What follows belongs to an exercise in optimizing a design on an open flow for small area, a short achievable clock period and few clock cycles; a production flow would make more cautious choices.
RTL that was checked went through simulation tests only; none was proved equivalent to the original.
Power is estimated from default activity; no workload was simulated.

==> 05-14 <==
## cpuCore
module cpuCore (
    input  wire logic clk,
    input  wire logic reset,
    input  wire cpuPkg::wordT memReadData,
    output cpuPkg::wordT      memAddress,
    output cpuPkg::wordT      memWriteData,
    output logic      memWrite
);
Settings: LEC_CHECK=0, CAP_MARGIN=20, CORE_MARGIN=2, CORE_UTILIZATION=40, SLEW_MARGIN=20; clock period 11.0 ns.
run.sh (not shown) runs the stock make flow with config.mk's settings and CLKGATE_MAP_FILE= SYNTH_SCRIPT=/design/flow/synth_recipe.tcl, a recipe that flattens the netlist after the stock synthesis.
==> 09-20: changes against 05-14 <==
--- a/flow/design.v
+++ b/flow/design.v
@@ -31,18 +31,12 @@
     always_ff @(posedge clk) begin
         if (regWrite) begin
             regs[rd] <= writeData;
         end
     end
-    always_comb begin
-        if (regWrite && (rd == rs1)) readDataA = writeData;
-        else if (rs1 == '0)          readDataA = '0;
-        else                         readDataA = regs[rs1];
-        if (regWrite && (rd == rs2)) readDataB = writeData;
-        else if (rs2 == '0)          readDataB = '0;
-        else                         readDataB = regs[rs2];
-    end
+    assign readDataA = (rs1 == '0) ? '0 : regs[rs1];
+    assign readDataB = (rs2 == '0) ? '0 : regs[rs2];
 endmodule
 `default_nettype wire
 `timescale 1ns/10ps
 `default_nettype none
 module instrDecode (
@@ -56,11 +50,12 @@
     output logic              isStore,
     output logic              isBeq,
     output logic              aluWrite,    
     output logic              loadWrite,   
     output cpuPkg::wordT      immAlu,      
-    output logic [13:0]       immAddr,     
+    output logic [11:0]       immAddr,     
+    output logic [12:0]       immB,        
     output logic              sub,
     output logic              selAdd,
     output logic              selSlt,
     output logic              selSltu,
     output logic              selXor,
@@ -71,11 +66,10 @@
     output logic              shArith
 );
     logic [6:0] opcode, funct7;
     logic [2:0] funct3;
     logic isOp, isAlu, rdNz, alt;
-    logic [12:0] immB;
     assign opcode = instr[6:0];
     assign rd     = instr[11:7];
     assign funct3 = instr[14:12];
     assign rs1    = instr[19:15];
     assign rs2    = instr[24:20];
@@ -91,15 +85,11 @@
     assign alt     = (funct7 == cpuPkg::f7Alt);
     assign aluWrite  = (isAlu || isLui) && rdNz;
     assign loadWrite = isLoad && rdNz;
     assign immAlu = isLui ? {instr[31:12], 12'b0} : {{20{instr[31]}}, instr[31:20]};
     assign immB   = {instr[31], instr[7], instr[30:25], instr[11:8], 1'b0};
-    always_comb begin
-        if (isBeq)        immAddr = {immB[12], immB} - 14'd4;
-        else if (isStore) immAddr = {{2{instr[31]}}, instr[31:25], instr[11:7]};
-        else              immAddr = {{2{instr[31]}}, instr[31:20]};
-    end
+    assign immAddr = isStore ? {instr[31:25], instr[11:7]} : instr[31:20];
     assign sub      = isAlu && ((funct3 == 3'b010) || (funct3 == 3'b011) ||
                                 (isOp && funct3 == 3'b000 && alt));
     assign selAdd   = isLui || (funct3 == 3'b000);
     assign selSlt   = !isLui && (funct3 == 3'b010);
     assign selSltu  = !isLui && (funct3 == 3'b011);
@@ -198,19 +188,19 @@
     cpuPkg::wordT ir;             
     logic eAluWrite, eLoadWrite, eLoad, eStore, eBeq, wLoad;
     logic eSub, eSelAdd, eSelSlt, eSelSltu, eSelXor, eSelOr, eSelAnd;
     logic eSelShift, eShLeft, eShArith;
     cpuPkg::regAddrT eRd;
-    cpuPkg::wordT eA, eB;
-    logic [13:0] eImm;
+    cpuPkg::wordT eA, eB, eTarget;
+    logic [11:0] eImm;
     logic eMem, eTaken, regWrite;
-    cpuPkg::wordT addrBase, addrSum, aluResult, loadWord, writeData;
-    assign eMem     = eLoad || eStore;
-    assign eTaken   = eBeq && (eA == eB);
-    assign addrBase = eBeq ? pc : eA;
-    assign addrSum  = addrBase + {{18{eImm[13]}}, eImm};
-    assign memAddress   = (eMem || eTaken) ? addrSum : pc + 32'd4;
+    cpuPkg::wordT addrSum, nextPc, aluResult, loadWord, writeData;
+    assign eMem    = eLoad || eStore;
+    assign eTaken  = eBeq && (eA == eB);
+    assign addrSum = eA + {{20{eImm[11]}}, eImm};
+    assign nextPc  = eTaken ? eTarget : pc + 32'd4;
+    assign memAddress   = eMem ? addrSum : nextPc;
     assign memWrite     = eStore;
     assign memWriteData = byteSwap(eB);
     assign loadWord  = byteSwap(memReadData);
     assign regWrite  = eAluWrite || wLoad;
     assign writeData = wLoad ? loadWord : aluResult;
@@ -220,56 +210,73 @@
         .selXor(eSelXor), .selOr(eSelOr), .selAnd(eSelAnd),
         .selShift(eSelShift), .shLeft(eShLeft), .shArith(eShArith),
         .result(aluResult)
     );
     logic dValid, dFromIr, advance;
-    cpuPkg::wordT dInstr, readA, readB, immAlu;
+    cpuPkg::wordT dInstr, readA, readB, immAlu, opA, opB;
     cpuPkg::regAddrT rs1, rs2, rd;
     logic isLui, isImm, isLoad, isStore, isBeq, aluWrite, loadWrite;
     logic sub, selAdd, selSlt, selSltu, selXor, selOr, selAnd, selShift, shLeft, shArith;
-    logic [13:0] immAddr;
+    logic [11:0] immAddr;
+    logic [12:0] immB;
     assign dInstr = dFromIr ? ir : loadWord;
     controlFsm controlFsmInst (
         .clk(clk), .reset(reset), .eMem(eMem), .eTaken(eTaken),
         .dValid(dValid), .dFromIr(dFromIr), .advance(advance)
     );
     instrDecode instrDecodeInst (
         .instr(dInstr), .rs1(rs1), .rs2(rs2), .rd(rd),
         .isLui(isLui), .isImm(isImm), .isLoad(isLoad), .isStore(isStore), .isBeq(isBeq),
         .aluWrite(aluWrite), .loadWrite(loadWrite), .immAlu(immAlu), .immAddr(immAddr),
+        .immB(immB),
         .sub(sub), .selAdd(selAdd), .selSlt(selSlt), .selSltu(selSltu),
         .selXor(selXor), .selOr(selOr), .selAnd(selAnd), .selShift(selShift),
         .shLeft(shLeft), .shArith(shArith)
     );
     regFile regFileInst (
-        .clk(clk), .rs1(rs1), .rs2(rs2), .rd(eRd),
+        .clk(clk), .rs1(loadWord[19:15]), .rs2(loadWord[24:20]), .rd(eRd),
         .regWrite(regWrite), .writeData(writeData),
         .readDataA(readA), .readDataB(readB)
     );
+    always_comb begin
+        if (dFromIr) begin
+            opA = (wLoad && (eRd == rs1)) ? loadWord : eA;
+            opB = (wLoad && (eRd == rs2)) ? loadWord : eB;
+        end else begin
+            opA = (eAluWrite && (eRd == rs1)) ? aluResult : readA;
+            opB = (eAluWrite && (eRd == rs2)) ? aluResult : readB;
+        end
+    end
     always_ff @(posedge clk or posedge reset) begin
         if (reset) begin
             pc         <= 32'hFFFF_FFFC;
             eAluWrite  <= 1'b0;
             eLoadWrite <= 1'b0;
             eLoad      <= 1'b0;
             eStore     <= 1'b0;
             eBeq       <= 1'b0;
             wLoad      <= 1'b0;
         end else begin
-            if (!eMem) pc <= memAddress;
+            if (!eMem) pc <= nextPc;
             eAluWrite  <= advance && aluWrite;
             eLoadWrite <= advance && loadWrite;
             eLoad      <= advance && isLoad;
             eStore     <= advance && isStore;
             eBeq       <= advance && isBeq;
             wLoad      <= eLoadWrite;
         end
     end
     always_ff @(posedge clk) begin
         ir <= dInstr;
-        eA <= isLui ? '0 : readA;
-        eB <= isImm || isLui ? immAlu : readB;
+        if (dFromIr) begin
+            eA <= isLui ? '0 : opA;
+            eB <= (isImm || isLui) ? eB : opB;
+        end else begin
+            eA <= isLui ? '0 : opA;
+            eB <= (isImm || isLui) ? immAlu : opB;
+        end
+        eTarget <= pc + {{19{immB[12]}}, immB};
         eImm <= immAddr;
         if (!eMem) eRd <= rd;
         eSub      <= sub;
         eSelAdd   <= selAdd;
         eSelSlt   <= selSlt;
Settings changed: ABC_CLOCK_PERIOD_IN_PS from default to 4000, CORE_UTILIZATION 40 to 50, SETUP_SLACK_MARGIN from default to 5.
==> summary of the runs <==
Clock power: 09-20 is lower than 05-14 (about 2%). 09-20 passed the timing, design-rule and antenna checks. 05-14 produced a clean layout. Against 09-20, the sequential share of layout area of 05-14 is higher by 0.15 points. In critical path depth, 09-20 and 05-14 do not differ. Against 05-14, the power of 09-20 is larger by 1.5%.
Testbench counts of 05-14, summed over its fixed seeds: cycles 29,204.
For 09-20, only the layout was checked, not whether the RTL still works.

[afterwards: timing with drivers on the ports]
In the flow no input, the clock included, has a driving cell. The finished layouts below were timed again as built, in two steps. Step 1 (the two cells are an assumption about what drives the block):
set clk [get_ports {clk}]
set_driving_cell -lib_cell sky130_fd_sc_hd__clkbuf_16 $clk
set_driving_cell -lib_cell sky130_fd_sc_hd__buf_2 [delete_from_list [all_inputs] $clk]
Step 2 adds t to the input delays and takes it off the output delays; t is the mean of the earliest and latest rising clock arrival at the registers after step 1. Input paths then give back, and output paths get back, about the clock's delay inside the block. Slacks: ideal ports / drivers / drivers and shift; pairs: ideal ports / drivers.
run | t (ns) | setup slack, ns | worst setup path after step 2 | cell pins on the clock port's net
05-14 | 0.875 | 3.229 / 3.137 / 3.814 | input to register | 1
09-20 | 0.843 | 4.970 / 4.898 / 4.428 | input to register | 1
After both steps every run listed still meets setup and hold. For 09-20, which loses most, drivers alone change the setup slack by -0.072 ns; drivers and shift together by -0.542 ns.
